What follows belongs to an exercise in optimizing a design on an open flow for small area, a short achievable clock period and few clock cycles per item; a production flow would make more cautious choices. Function was checked by simulation only, so behaviour that the tests miss may differ from the original.

File: flow/config.mk
export PLATFORM = sky130hd
export DESIGN_NAME = line_follow_pid_drive_core
export DESIGN_NICKNAME = line_follow_pid_drive_core
export VERILOG_FILES = /design/flow/design.v
export SDC_FILE = /design/flow/constraint.sdc
export NUM_CORES = 4
export LEC_CHECK = 0
export CAP_MARGIN = 20
export CORE_MARGIN = 2
export CORE_UTILIZATION = 40
export SLEW_MARGIN = 20
File: flow/design.v
`timescale 1ns / 1ps
package lfpd_pkg;
    localparam int DRIVE_MAX   = 1999;
    localparam int LAP_COUNTS  = 43000;
    localparam int ALERT_TICKS = 200;
    localparam int LOST_SHORT  = 30;
    localparam int LOST_MED    = 100;
    localparam int LOST_LONG   = 120;
    localparam int SCALE_SPLIT = (LOST_SHORT + LOST_MED) / 2;
    localparam int SCALE_NEAR  = 70;
    localparam int SCALE_FAR   = 50;
    localparam int INTEG_LIM   = 500;
    localparam int DRIVE_FLOOR = 100;
    localparam int GAIN_LIM    = 999;
    localparam int SENSOR_W = 8;
    localparam int DELTA_W  = 16;
    localparam int DRIVE_W  = 13;
    localparam int ERR_W    = 7;
    localparam int BASE_W   = 12;
    localparam int GAIN_W   = 10;
    localparam int CFG_IDX_W  = 3;
    localparam int CFG_DATA_W = 12;
    localparam int DIST_CAP   = 4 * LAP_COUNTS;
    localparam int DIST_W     = 18;   
    localparam int DIST_SUM_W = 18;   
    localparam int MUL_W  = 20;
    localparam int PROD_W = 2 * MUL_W;
    localparam int SHIFT_CNT  = 16;
    localparam int SHIFT10    = 19;
    localparam int SHIFT10K   = 32;
    localparam int SHIFT100   = 26;
    localparam longint RECIP10   = ((64'd1 << SHIFT10) + 9) / 10;
    localparam longint RECIP10K  = ((64'd1 << SHIFT10K) + 9999) / 10000;
    localparam longint RECIP100  = ((64'd1 << SHIFT100) + 99) / 100;
    typedef enum logic [CFG_IDX_W-1:0] {
        CFG_BASE_DRIVE   = 3'd0,
        CFG_GAIN_P       = 3'd1,
        CFG_GAIN_I       = 3'd2,
        CFG_GAIN_D       = 3'd3,
        CFG_TWO_LAP_MODE = 3'd4
    } cfg_index_t;
    typedef enum logic [1:0] {
        ST_ON_LINE = 2'd0,
        ST_SHORT   = 2'd1,
        ST_MEDIUM  = 2'd2,
        ST_LONG    = 2'd3
    } line_status_t;
    function automatic logic signed [ERR_W-1:0] sensor_weight(input int i);
        logic signed [ERR_W-1:0] w;
        case (i)
            0:       w = -7'sd40;
            1:       w = -7'sd28;
            2:       w = -7'sd20;
            3:       w = -7'sd15;
            4:       w = 7'sd15;
            5:       w = 7'sd20;
            6:       w = 7'sd28;
            default: w = 7'sd40;
        endcase
        sensor_weight = w;
    endfunction
    function automatic logic [SHIFT_CNT:0] cnt_recip(input logic [3:0] cnt);
        logic [SHIFT_CNT:0] r;
        unique case (cnt)
            4'd1:    r = 17'd65536;
            4'd2:    r = 17'd32768;
            4'd3:    r = 17'd21846;
            4'd4:    r = 17'd16384;
            4'd5:    r = 17'd13108;
            4'd6:    r = 17'd10923;
            4'd7:    r = 17'd9363;
            4'd8:    r = 17'd8192;
            default: r = 17'd0;
        endcase
        cnt_recip = r;
    endfunction
endpackage
`timescale 1ns / 1ps
module lfpd_mul (
    input  logic                         clk,
    input  logic [lfpd_pkg::MUL_W-1:0]   op_a,
    input  logic [lfpd_pkg::MUL_W-1:0]   op_b,
    output logic [lfpd_pkg::PROD_W-1:0]  prod
);
    logic [lfpd_pkg::PROD_W-1:0] prod_reg;
    always_ff @(posedge clk)
    begin
        prod_reg <= lfpd_pkg::PROD_W'(op_a) * lfpd_pkg::PROD_W'(op_b);
    end
    assign prod = prod_reg;
endmodule
`timescale 1ns / 1ps
module line_follow_pid_drive_core (
    input  logic                                 clk,
    input  logic                                 rst_n,
    input  logic                                 cfg_we,
    input  logic [lfpd_pkg::CFG_IDX_W-1:0]       cfg_index,
    input  logic [lfpd_pkg::CFG_DATA_W-1:0]      cfg_data,
    input  logic                                 in_valid,
    output logic                                 in_ready,
    input  logic [lfpd_pkg::SENSOR_W-1:0]        in_sensor_bits,
    input  logic                                 in_read_failed,
    input  logic signed [lfpd_pkg::DELTA_W-1:0]  in_left_delta,
    input  logic signed [lfpd_pkg::DELTA_W-1:0]  in_right_delta,
    output logic                                 out_valid,
    input  logic                                 out_ready,
    output logic signed [lfpd_pkg::DRIVE_W-1:0]  out_left_drive,
    output logic signed [lfpd_pkg::DRIVE_W-1:0]  out_right_drive,
    output logic                                 out_motor_stop,
    output logic [1:0]                           out_line_status,
    output logic                                 out_run_finished,
    output logic                                 out_alert_on,
    output logic                                 out_notify_stop,
    output logic signed [lfpd_pkg::ERR_W-1:0]    out_line_error
);
    localparam int MW = lfpd_pkg::MUL_W;
    localparam int PW = lfpd_pkg::PROD_W;
    localparam int DW = lfpd_pkg::DIST_W;
    localparam int SW = lfpd_pkg::DIST_SUM_W;
    localparam logic signed [15:0] DRV_HI    = 16'(lfpd_pkg::DRIVE_MAX);
    localparam logic signed [15:0] DRV_LO    = -(16'(lfpd_pkg::DRIVE_MAX));
    localparam logic signed [15:0] DRV_FLOOR = 16'(lfpd_pkg::DRIVE_FLOOR);
    localparam logic signed [11:0] INT_HI    = 12'(lfpd_pkg::INTEG_LIM);
    localparam logic signed [11:0] INT_LO    = -(12'(lfpd_pkg::INTEG_LIM));
    typedef enum logic [3:0] {
        S_IDLE,
        S_CALC,
        S_DECIDE,
        S_P_MUL,
        S_P_DIV,
        S_I_MUL,
        S_I_DIV,
        S_D_MUL,
        S_D_DIV,
        S_SUM,
        S_L_MUL,
        S_L_DIV,
        S_R_MUL,
        S_R_DIV,
        S_R_END,
        S_FINISH
    } state_t;
    function automatic logic signed [lfpd_pkg::DRIVE_W-1:0] finish_drive(
        input logic signed [15:0] v
    );
        logic signed [15:0] c;
        if (v > DRV_HI)
            c = DRV_HI;
        else if (v < DRV_LO)
            c = DRV_LO;
        else if (v > 16'sd0 && v < DRV_FLOOR)
            c = DRV_FLOOR;
        else
            c = v;
        finish_drive = c[lfpd_pkg::DRIVE_W-1:0];
    endfunction
    logic [lfpd_pkg::BASE_W-1:0]  base_reg;
    logic [lfpd_pkg::GAIN_W-1:0]  gp_reg;
    logic [lfpd_pkg::GAIN_W-1:0]  gi_reg;
    logic [lfpd_pkg::GAIN_W-1:0]  gd_reg;
    logic                         two_lap_reg;
    logic signed [6:0]   prev_reg;
    logic signed [10:0]  integ_reg;
    logic [6:0]          lost_reg;
    logic [DW-1:0]       dist_reg;
    logic                given_reg;
    logic                ended_reg;
    logic [7:0]          alert_ticks_reg;
    logic                halted_reg;
    logic [7:0]          bits_reg;
    logic                fail_reg;
    logic signed [15:0]  dl_reg;
    logic signed [15:0]  dr_reg;
    state_t                   state_reg;
    logic signed [6:0]        err_reg;
    lfpd_pkg::line_status_t   status_reg;
    logic signed [7:0]        diff_reg;
    logic [12:0]              p_reg;
    logic [5:0]               i_reg;
    logic signed [15:0]       l_reg;
    logic signed [15:0]       r_reg;
    logic                     stop_reg;
    logic                     fin_reg;
    logic                     notify_reg;
    logic                                out_valid_reg;
    logic signed [lfpd_pkg::DRIVE_W-1:0] out_left_reg;
    logic signed [lfpd_pkg::DRIVE_W-1:0] out_right_reg;
    logic                                out_stop_reg;
    logic [1:0]                          out_status_reg;
    logic                                out_fin_reg;
    logic                                out_alert_reg;
    logic                                out_notify_reg;
    logic signed [lfpd_pkg::ERR_W-1:0]   out_err_reg;
    logic [MW-1:0] mul_a;
    logic [MW-1:0] mul_b;
    logic [PW-1:0] prod;
    lfpd_mul u_mul (
        .clk  (clk),
        .op_a (mul_a),
        .op_b (mul_b),
        .prod (prod)
    );
    always_ff @(posedge clk or negedge rst_n)
    begin
        if (!rst_n)
        begin
            base_reg    <= 12'd700;
            gp_reg      <= 10'd60;
            gi_reg      <= 10'd3;
            gd_reg      <= 10'd40;
            two_lap_reg <= 1'b0;
        end
        else if (cfg_we)
        begin
            unique case (cfg_index)
                lfpd_pkg::CFG_BASE_DRIVE:   base_reg    <= cfg_data[lfpd_pkg::BASE_W-1:0];
                lfpd_pkg::CFG_GAIN_P:       gp_reg      <= cfg_data[lfpd_pkg::GAIN_W-1:0];
                lfpd_pkg::CFG_GAIN_I:       gi_reg      <= cfg_data[lfpd_pkg::GAIN_W-1:0];
                lfpd_pkg::CFG_GAIN_D:       gd_reg      <= cfg_data[lfpd_pkg::GAIN_W-1:0];
                lfpd_pkg::CFG_TWO_LAP_MODE: two_lap_reg <= cfg_data[0];
                default: ;
            endcase
        end
    end
    logic [lfpd_pkg::GAIN_W-1:0] gp_eff;
    logic [lfpd_pkg::GAIN_W-1:0] gi_eff;
    logic [lfpd_pkg::GAIN_W-1:0] gd_eff;
    logic [lfpd_pkg::BASE_W-1:0] base_eff;
    assign gp_eff = (gp_reg > 10'(lfpd_pkg::GAIN_LIM)) ? 10'(lfpd_pkg::GAIN_LIM) : gp_reg;
    assign gi_eff = (gi_reg > 10'(lfpd_pkg::GAIN_LIM)) ? 10'(lfpd_pkg::GAIN_LIM) : gi_reg;
    assign gd_eff = (gd_reg > 10'(lfpd_pkg::GAIN_LIM)) ? 10'(lfpd_pkg::GAIN_LIM) : gd_reg;
    assign base_eff = (base_reg > 12'(lfpd_pkg::DRIVE_MAX))
                    ? 12'(lfpd_pkg::DRIVE_MAX) : base_reg;
    logic signed [8:0] wsum;
    logic [3:0]        wcnt;
    logic [7:0]        wsum_mag;
    always_comb
    begin
        wsum = '0;
        wcnt = '0;
        for (int i = 0; i < lfpd_pkg::SENSOR_W; i++)
        begin
            if (!bits_reg[i])
            begin
                wsum = wsum + 9'(lfpd_pkg::sensor_weight(i));
                wcnt = wcnt + 4'd1;
            end
        end
        wsum_mag = wsum[8] ? 8'(-wsum) : wsum[7:0];
    end
    logic [5:0]             calc_mag;
    logic signed [6:0]      calc_val;
    logic                   all_white;
    logic [6:0]             lost_inc;
    logic [6:0]             lost_next;
    logic                   long_loss;
    lfpd_pkg::line_status_t status_c;
    logic signed [6:0]      err_c;
    logic [16:0]            dl_mag;
    logic [16:0]            dr_mag;
    logic [SW-1:0]          dist_sum;
    logic [DW-1:0]          dist_next;
    logic [7:0]             ticks_inc;
    logic                   given_next;
    logic                   ended_next;
    logic [7:0]             ticks_next;
    logic                   target_hit;
    logic signed [11:0]     integ_sum;
    logic signed [10:0]     integ_next;
    logic signed [7:0]      diff_c;
    always_comb
    begin
        calc_mag = prod[lfpd_pkg::SHIFT_CNT +: 6];
        calc_val = wsum[8] ? -(7'(calc_mag)) : 7'(calc_mag);
        all_white = (bits_reg == 8'hFF);
        lost_inc  = lost_reg + 7'd1;
        lost_next = all_white ? lost_inc : 7'd0;
        long_loss = 1'b0;
        status_c  = lfpd_pkg::ST_ON_LINE;
        err_c     = calc_val;
        if (all_white)
        begin
            if (lost_inc < 7'(lfpd_pkg::LOST_SHORT))
            begin
                status_c = lfpd_pkg::ST_SHORT;
                err_c    = prev_reg;
            end
            else if (lost_inc < 7'(lfpd_pkg::LOST_LONG))
            begin
                status_c = lfpd_pkg::ST_MEDIUM;
            end
            else
            begin
                status_c  = lfpd_pkg::ST_LONG;
                long_loss = 1'b1;
            end
        end
        dl_mag    = dl_reg[15] ? ({1'b0, ~dl_reg} + 17'd1) : {1'b0, dl_reg};
        dr_mag    = dr_reg[15] ? ({1'b0, ~dr_reg} + 17'd1) : {1'b0, dr_reg};
        dist_sum  = SW'(dist_reg) + SW'(dl_mag) + SW'(dr_mag);
        dist_next = (dist_sum > SW'(lfpd_pkg::DIST_CAP))
                  ? DW'(lfpd_pkg::DIST_CAP) : dist_sum[DW-1:0];
        ticks_inc  = (alert_ticks_reg == 8'hFF) ? alert_ticks_reg : alert_ticks_reg + 8'd1;
        given_next = given_reg;
        ended_next = ended_reg;
        ticks_next = alert_ticks_reg;
        if (two_lap_reg)
        begin
            if (given_reg && !ended_reg)
            begin
                ticks_next = ticks_inc;
                if (ticks_inc >= 8'(lfpd_pkg::ALERT_TICKS))
                    ended_next = 1'b1;
            end
            if (!given_reg && dist_next >= DW'(lfpd_pkg::LAP_COUNTS))
            begin
                given_next = 1'b1;
                ticks_next = 8'd0;
            end
        end
        target_hit = two_lap_reg ? (dist_next >= DW'(2 * lfpd_pkg::LAP_COUNTS))
                                 : (dist_next >= DW'(lfpd_pkg::LAP_COUNTS));
        if (target_hit && given_next)
            ended_next = 1'b1;
        integ_sum = 12'(integ_reg) + 12'(err_c);
        if (integ_sum > INT_HI)
            integ_next = 11'(INT_HI);
        else if (integ_sum < INT_LO)
            integ_next = 11'(INT_LO);
        else
            integ_next = integ_sum[10:0];
        diff_c = 8'(err_c) - 8'(prev_reg);
    end
    logic [5:0]          err_mag;
    logic [8:0]          integ_mag;
    logic [6:0]          diff_mag;
    logic [15:0]         l_mag;
    logic [15:0]         r_mag;
    logic [6:0]          scale_f;
    assign err_mag   = err_reg[6] ? 6'(-err_reg) : err_reg[5:0];
    assign integ_mag = integ_reg[10] ? 9'(-integ_reg) : integ_reg[8:0];
    assign diff_mag  = diff_reg[7] ? 7'(-diff_reg) : diff_reg[6:0];
    assign l_mag     = l_reg[15] ? 16'(-l_reg) : l_reg;
    assign r_mag     = r_reg[15] ? 16'(-r_reg) : r_reg;
    assign scale_f   = (lost_reg < 7'(lfpd_pkg::SCALE_SPLIT))
                     ? 7'(lfpd_pkg::SCALE_NEAR) : 7'(lfpd_pkg::SCALE_FAR);
    always_comb
    begin
        unique case (state_reg)
            S_CALC:
            begin
                mul_a = MW'(wsum_mag);
                mul_b = MW'(lfpd_pkg::cnt_recip(wcnt));
            end
            S_P_MUL:
            begin
                mul_a = MW'(err_mag);
                mul_b = MW'(gp_eff);
            end
            S_P_DIV, S_D_DIV:
            begin
                mul_a = prod[MW-1:0];
                mul_b = MW'(lfpd_pkg::RECIP10);
            end
            S_I_MUL:
            begin
                mul_a = MW'(integ_mag);
                mul_b = MW'(gi_eff);
            end
            S_I_DIV:
            begin
                mul_a = prod[MW-1:0];
                mul_b = MW'(lfpd_pkg::RECIP10K);
            end
            S_D_MUL:
            begin
                mul_a = MW'(diff_mag);
                mul_b = MW'(gd_eff);
            end
            S_L_MUL:
            begin
                mul_a = MW'(l_mag);
                mul_b = MW'(scale_f);
            end
            S_R_MUL:
            begin
                mul_a = MW'(r_mag);
                mul_b = MW'(scale_f);
            end
            S_L_DIV, S_R_DIV:
            begin
                mul_a = prod[MW-1:0];
                mul_b = MW'(lfpd_pkg::RECIP100);
            end
            default:
            begin
                mul_a = '0;
                mul_b = '0;
            end
        endcase
    end
    logic signed [15:0] p_term;
    logic signed [15:0] i_term;
    logic signed [15:0] d_term;
    logic signed [15:0] pid_sum;
    logic [12:0]        d_quot;
    logic [13:0]        scaled_mag;
    assign d_quot     = prod[lfpd_pkg::SHIFT10 +: 13];
    assign p_term     = err_reg[6] ? -(16'(p_reg)) : 16'(p_reg);
    assign i_term     = integ_reg[10] ? -(16'(i_reg)) : 16'(i_reg);
    assign d_term     = diff_reg[7] ? -(16'(d_quot)) : 16'(d_quot);
    assign pid_sum    = p_term + i_term + d_term;
    assign scaled_mag = prod[lfpd_pkg::SHIFT100 +: 14];
    always_ff @(posedge clk or negedge rst_n)
    begin
        if (!rst_n)
        begin
            state_reg       <= S_IDLE;
            prev_reg        <= '0;
            integ_reg       <= '0;
            lost_reg        <= '0;
            dist_reg        <= '0;
            given_reg       <= 1'b0;
            ended_reg       <= 1'b0;
            alert_ticks_reg <= '0;
            halted_reg      <= 1'b0;
            out_valid_reg   <= 1'b0;
        end
        else
        begin
            if (out_valid_reg && out_ready && state_reg != S_FINISH)
                out_valid_reg <= 1'b0;
            unique case (state_reg)
                S_IDLE:
                begin
                    if (in_valid)
                    begin
                        bits_reg  <= in_sensor_bits;
                        fail_reg  <= in_read_failed;
                        dl_reg    <= in_left_delta;
                        dr_reg    <= in_right_delta;
                        state_reg <= S_CALC;
                    end
                end
                S_CALC:
                begin
                    state_reg <= S_DECIDE;
                end
                S_DECIDE:
                begin
                    l_reg      <= '0;
                    r_reg      <= '0;
                    fin_reg    <= 1'b0;
                    notify_reg <= 1'b0;
                    stop_reg   <= 1'b1;
                    err_reg    <= '0;
                    priority if (halted_reg)
                    begin
                        status_reg <= lfpd_pkg::ST_ON_LINE;
                        state_reg  <= S_FINISH;
                    end
                    else if (fail_reg)
                    begin
                        status_reg <= lfpd_pkg::ST_LONG;
                        state_reg  <= S_FINISH;
                    end
                    else if (long_loss)
                    begin
                        lost_reg   <= lost_next;
                        halted_reg <= 1'b1;
                        status_reg <= lfpd_pkg::ST_LONG;
                        state_reg  <= S_FINISH;
                    end
                    else
                    begin
                        lost_reg        <= lost_next;
                        dist_reg        <= dist_next;
                        given_reg       <= given_next;
                        ended_reg       <= ended_next;
                        alert_ticks_reg <= ticks_next;
                        status_reg      <= status_c;
                        err_reg         <= err_c;
                        if (target_hit)
                        begin
                            halted_reg <= 1'b1;
                            fin_reg    <= 1'b1;
                            notify_reg <= !two_lap_reg;
                            state_reg  <= S_FINISH;
                        end
                        else
                        begin
                            stop_reg <= 1'b0;
                            diff_reg <= diff_c;
                            if (status_c == lfpd_pkg::ST_ON_LINE)
                            begin
                                integ_reg <= integ_next;
                                prev_reg  <= calc_val;
                            end
                            state_reg <= S_P_MUL;
                        end
                    end
                end
                S_P_MUL:
                begin
                    state_reg <= S_P_DIV;
                end
                S_P_DIV:
                begin
                    state_reg <= S_I_MUL;
                end
                S_I_MUL:
                begin
                    p_reg     <= prod[lfpd_pkg::SHIFT10 +: 13];
                    state_reg <= S_I_DIV;
                end
                S_I_DIV:
                begin
                    state_reg <= S_D_MUL;
                end
                S_D_MUL:
                begin
                    i_reg     <= prod[lfpd_pkg::SHIFT10K +: 6];
                    state_reg <= S_D_DIV;
                end
                S_D_DIV:
                begin
                    state_reg <= S_SUM;
                end
                S_SUM:
                begin
                    l_reg     <= 16'(base_eff) + pid_sum;
                    r_reg     <= 16'(base_eff) - pid_sum;
                    state_reg <= (status_reg == lfpd_pkg::ST_MEDIUM) ? S_L_MUL : S_FINISH;
                end
                S_L_MUL:
                begin
                    state_reg <= S_L_DIV;
                end
                S_L_DIV:
                begin
                    state_reg <= S_R_MUL;
                end
                S_R_MUL:
                begin
                    l_reg     <= l_reg[15] ? -(16'(scaled_mag)) : 16'(scaled_mag);
                    state_reg <= S_R_DIV;
                end
                S_R_DIV:
                begin
                    state_reg <= S_R_END;
                end
                S_R_END:
                begin
                    r_reg     <= r_reg[15] ? -(16'(scaled_mag)) : 16'(scaled_mag);
                    state_reg <= S_FINISH;
                end
                S_FINISH:
                begin
                    if (!out_valid_reg || out_ready)
                    begin
                        out_valid_reg  <= 1'b1;
                        out_left_reg   <= finish_drive(l_reg);
                        out_right_reg  <= finish_drive(r_reg);
                        out_stop_reg   <= stop_reg;
                        out_status_reg <= status_reg;
                        out_fin_reg    <= fin_reg;
                        out_alert_reg  <= given_reg && !ended_reg;
                        out_notify_reg <= notify_reg;
                        out_err_reg    <= err_reg;
                        state_reg      <= S_IDLE;
                    end
                end
                default:
                begin
                    state_reg <= S_IDLE;
                end
            endcase
        end
    end
    assign in_ready         = (state_reg == S_IDLE);
    assign out_valid        = out_valid_reg;
    assign out_left_drive   = out_left_reg;
    assign out_right_drive  = out_right_reg;
    assign out_motor_stop   = out_stop_reg;
    assign out_line_status  = out_status_reg;
    assign out_run_finished = out_fin_reg;
    assign out_alert_on     = out_alert_reg;
    assign out_notify_stop  = out_notify_reg;
    assign out_line_error   = out_err_reg;
endmodule
File: flow/constraint.sdc
create_clock -name core_clock -period 12.0 [get_ports {clk}]
set_input_delay 2.4000 -clock core_clock [delete_from_list [all_inputs] [get_ports {clk}]]
set_output_delay 2.4000 -clock core_clock [all_outputs]
set_load 0.01 [all_outputs]
File: flow/run.sh
#!/bin/bash
# synth_recipe.tcl (not shown) runs the flow's synth.tcl, then flattens the netlist and writes it again
# the make line also repeats each setting of config.mk as NAME=value (left out here)
make -C /OpenROAD-flow-scripts/flow DESIGN_CONFIG=/design/flow/config.mk WORK_HOME=/design/flow/orfs CLKGATE_MAP_FILE= SYNTH_SCRIPT=/design/flow/synth_recipe.tcl finish
==> summary.md <==
| Metric | Value |
|---|---|
| DIE HEIGHT | `just under 300 um` |
| GRT Total Usage | `0.242` |
| Vias in the first global route | `26.6k` |
| Critical path endpoint | `u_mul.prod_reg[38]` |
| TritonCTS Sinks | `293` |
| Syn avg cell area | `9.18 um2` |
| Final Hold Fails | `0` |
| Final ANT Viol Nets | `0` |
| Cell Count, Final, Fillers Out | `4997` |
| Drt first-iter violations | `2406` |
| Synth Area in Compound Gates | `0.143` |
| CTS tree | `done` |
| Via-to-Cell Ratio | `roughly 5.4` |
| Max-cap check violation count | `0` |
| Initial Util | `0.405` |
| Worst min-delay path category | `register to register` |
| RSZ-0062 raised after global routing | `yes` |
| CP Max Fanout | `8` |
| H-tree depth | `2` |
| Commonest non-fill, non-tap cell in the layout | `inv_1` |
| EDFF count, synth | `151` |
| Reg2Reg Depth | `48` |
| Main combinational cell family by area after synthesis | `adder cells` |
| Top-area cell type share of the netlist area | `0.211` |
| Hold-fix buffers, CTS | `0` |
| Top FF cell, synth | `edfxtp_1` |
| Overall routed net length | `roughly 100000 um` |
| Clock skew | `16.0 ps` |
| Max reg flops | `40` |
| Post-Synth Simple-Gate Area | `0.142` |
| Commonest cells after routing, fill and taps aside | `inv_1 (585), nand2_1 (368), fa_1 (358)` |
| Fmax | `87.3 MHz` |
| Async set-reset flop share out of synthesis | `0.348` |
| DR WL met2 | `46800 um` |
| Slowest stage delay, CP | `540 ps` |
| Post-synthesis mux area share | `0.0278` |
| # rows | `106` |
| Cell variety after synth | `99` |
| Fin. max-slew vios | `0` |
| CTS Buf Count | `34` |
| Layout area overhead | `12.6%` |
| Slew HR | `0.288` |
| Crit Path Class | `register to register` |
| Max Used Layer | `met5` |
| Yosys warnings | `2` |
| NumNets Final | `4515` |
| RD Place Congestion | `approximately 1` |
| Seq/Total Area, Yosys | `0.233` |
| Die width | `295 um` |
| Pin count of the biggest net entering global routing | `51` |
| Synth area leader | `fa_1` |
| GRT Residual Overflow | `0` |
| Slew @ Worst Pin | `about 1100 ps` |
| First-pass GRT wire length | `approximately 160000 um` |
| Xor/xnor share of the synthesized area | `0.0665` |
| Clk Latency, worst-skew pair | `550 ps` |
| Drt wl/cell | `21.0 um` |
| Met3 routed wirelength | `7770 um` |
| Tmin final | `11460 ps` |
| Bufs on Longest Clock Path | `3` |
| Antenna Cells | `0` |
| Worst endpoint required time | `between 10000 and 15000 ps` |
| Register bit count reported by yosys | `~300` |
| Cell mode on critical path | `ha_1` |
| Detailed-route DRC error count | `0` |
| Crit Reg-Reg Endpoint | `u_mul.prod_reg[38]` |
| Crit share post-route | `0.955` |
| Status | `timing/DRC/antenna clean` |
| Drt pass-1 iters | `7` |
| Cells after Synth | `3698` |
| Final HPWL DP | `86000 um` |
| Met1 wire length | `~46000 um` |
| FF-to-FF Start | `bits_reg[1]` |
| WP data arrival | `approximately 12000 ps` |
| Startpoint types | `register` |
| Slowest cell on the critical path | `fa_1` |
| Crit. Startpoint | `bits_reg[1]` |
| Die ar. | `87200 um2` |
| Final setup fails | `0` |
| Placed Cells | `4928` |
| Synthesized area | `34000 um2` |
| Core Area | `83800 um2` |
| Initial antenna violation count | `2` |
| Routed vias | `27.2k` |
| Layout cells sized above 1 | `0.0859` |
| IO Count | `roughly 100` |
| Total Neg Setup Slack | `0 ps` |
| R2R Setup Slk | `540 ps` |
| Synth area leaders | `fa_1 (21%), edfxtp_1 (13%), ha_1 (9.5%)` |
| Post-Synth Adder-Cell Area | `0.306` |
| Hold slack | `441 ps` |
| Root Driver | `clkbuf_16` |
| PortBufs | `101` |
| Clock-pin slew on the worst setup and hold paths | `60 ps` |
| Critical path endpoint category | `register` |
kinds of logic (layout without fill, tap and decap cells):
family	count (synthesis)	count (layout)
multiplexers	86	86
adder cells (fa/ha/maj)	617	617
other	2	31
XOR/XNOR	257	257
flip-flops	293	293
buffers and inverters	727	863
AO/OA/AOI/OAI	719	719
AND/OR/NAND/NOR	997	997
worst min path at each step:
stage | from | end | slack, ps | cells after the start
2_1_floorplan | fin_reg | out_fin_reg | 400 | 0
3_5_place_dp | fin_reg | out_fin_reg | 420 | 0
5_1_grt | fin_reg | out_fin_reg | 450 | 0
4_1_cts | fin_reg | out_fin_reg | 450 | 0
3_3_place_gp | fin_reg | out_fin_reg | 430 | 0
6_report | fin_reg | out_fin_reg | 440 | 0
metal layers:
layer / global-route usage / vias up
li1: - / 12753
met1: 0.340 / 13326
met2: 0.378 / 955
met3: 0.0392 / 176
met4: 0.0808 / 2
met5: 0 / -
what timing repair did:
item | 4_1_cts | 5_1_grt
setup endpoints to repair | 2 | 17
cloned | 0 | 0
pin swaps | 0 | 9
gates resized for setup | 6 | 42
buffers inserted | 0 | 7
cell type report:
class / instances / area, um2
fill: 8233 / 45600
multi-input combinational: 2707 / 23700
sequential: 293 / 7910
inverter: 590 / 2210
timing repair buffer: 211 / 1860
tap: 1134 / 1420
clock buffer: 49 / 978
clock inverter: 13 / 185
synthesized netlist by cell type, drive strengths merged (14+ instances only):
master and n:
inv 586, nand2 369, fa 358, ha 259, nor2 201, edfxtp 151, o21ai 135, xor2 134
xnor2 123, a21oi 119, clkbuf 110, o31ai 91, dfrtp 88, o22ai 65, nand3 58, mux2 53
or3 53, a31oi 49, nor3 47, nor2b 44, nand2b 43, dfxtp 40, a211oi 37, a21o 36
mux2i 33, or2 33, and2 32, and3 28, buf 27, nand4 23, nor4 22, o21bai 21
o211ai 19, a22oi 14, dfstp 14
worst max-delay path: cells and delay by family (launching register included):
kind | cells | cell delay, ps
buf+inv | 8 | 760
mux | 2 | 360
simple gates | 12 | 2360
compound gates | 11 | 1900
fa+ha+maj | 15 | 5560
flops | 1 | 400
metrics by stage:
step	setup WS, ps	area [um2]	util
after floorplan	265	34100	-
after global placement	51.3	36800	0.439
after detailed placement	-259	36800	0.439
after CTS	51.5	38000	0.453
after global routing	-52.3	38200	0.456
final	541	38200	0.456
Testbench counts, summed over its fixed seeds: cycles 38,991, items 3,482.

[port drivers added, routing unchanged]
No port has a modelled driver above. Below, the same layout with a new extraction and two added sets of constraints. Step 1 (the two cells are an assumption about what drives the block):
set clk [get_ports {clk}]
set_driving_cell -lib_cell sky130_fd_sc_hd__clkbuf_16 $clk
set_driving_cell -lib_cell sky130_fd_sc_hd__buf_2 [delete_from_list [all_inputs] $clk]
Step 2 adds t to the input delays and takes it off the output delays; t is the mean of the earliest and latest rising clock arrival at the registers after step 1. Input paths then give back, and output paths get back, about the clock's delay inside the block. a / b / c = ideal / step 1 / step 2; a / b = the first two.
t, ns: 0.617
setup slack, ns: 0.541 / 0.541 / 0.541
hold slack, ns: 0.441 / 0.441 / 0.441
worst setup path at the end: register to register
worst slew at a driven data input, ns: 0.05
After both steps setup and hold are still met in this run. For this run, drivers alone change the setup slack by 0.000 ns; drivers and shift together by 0.000 ns.
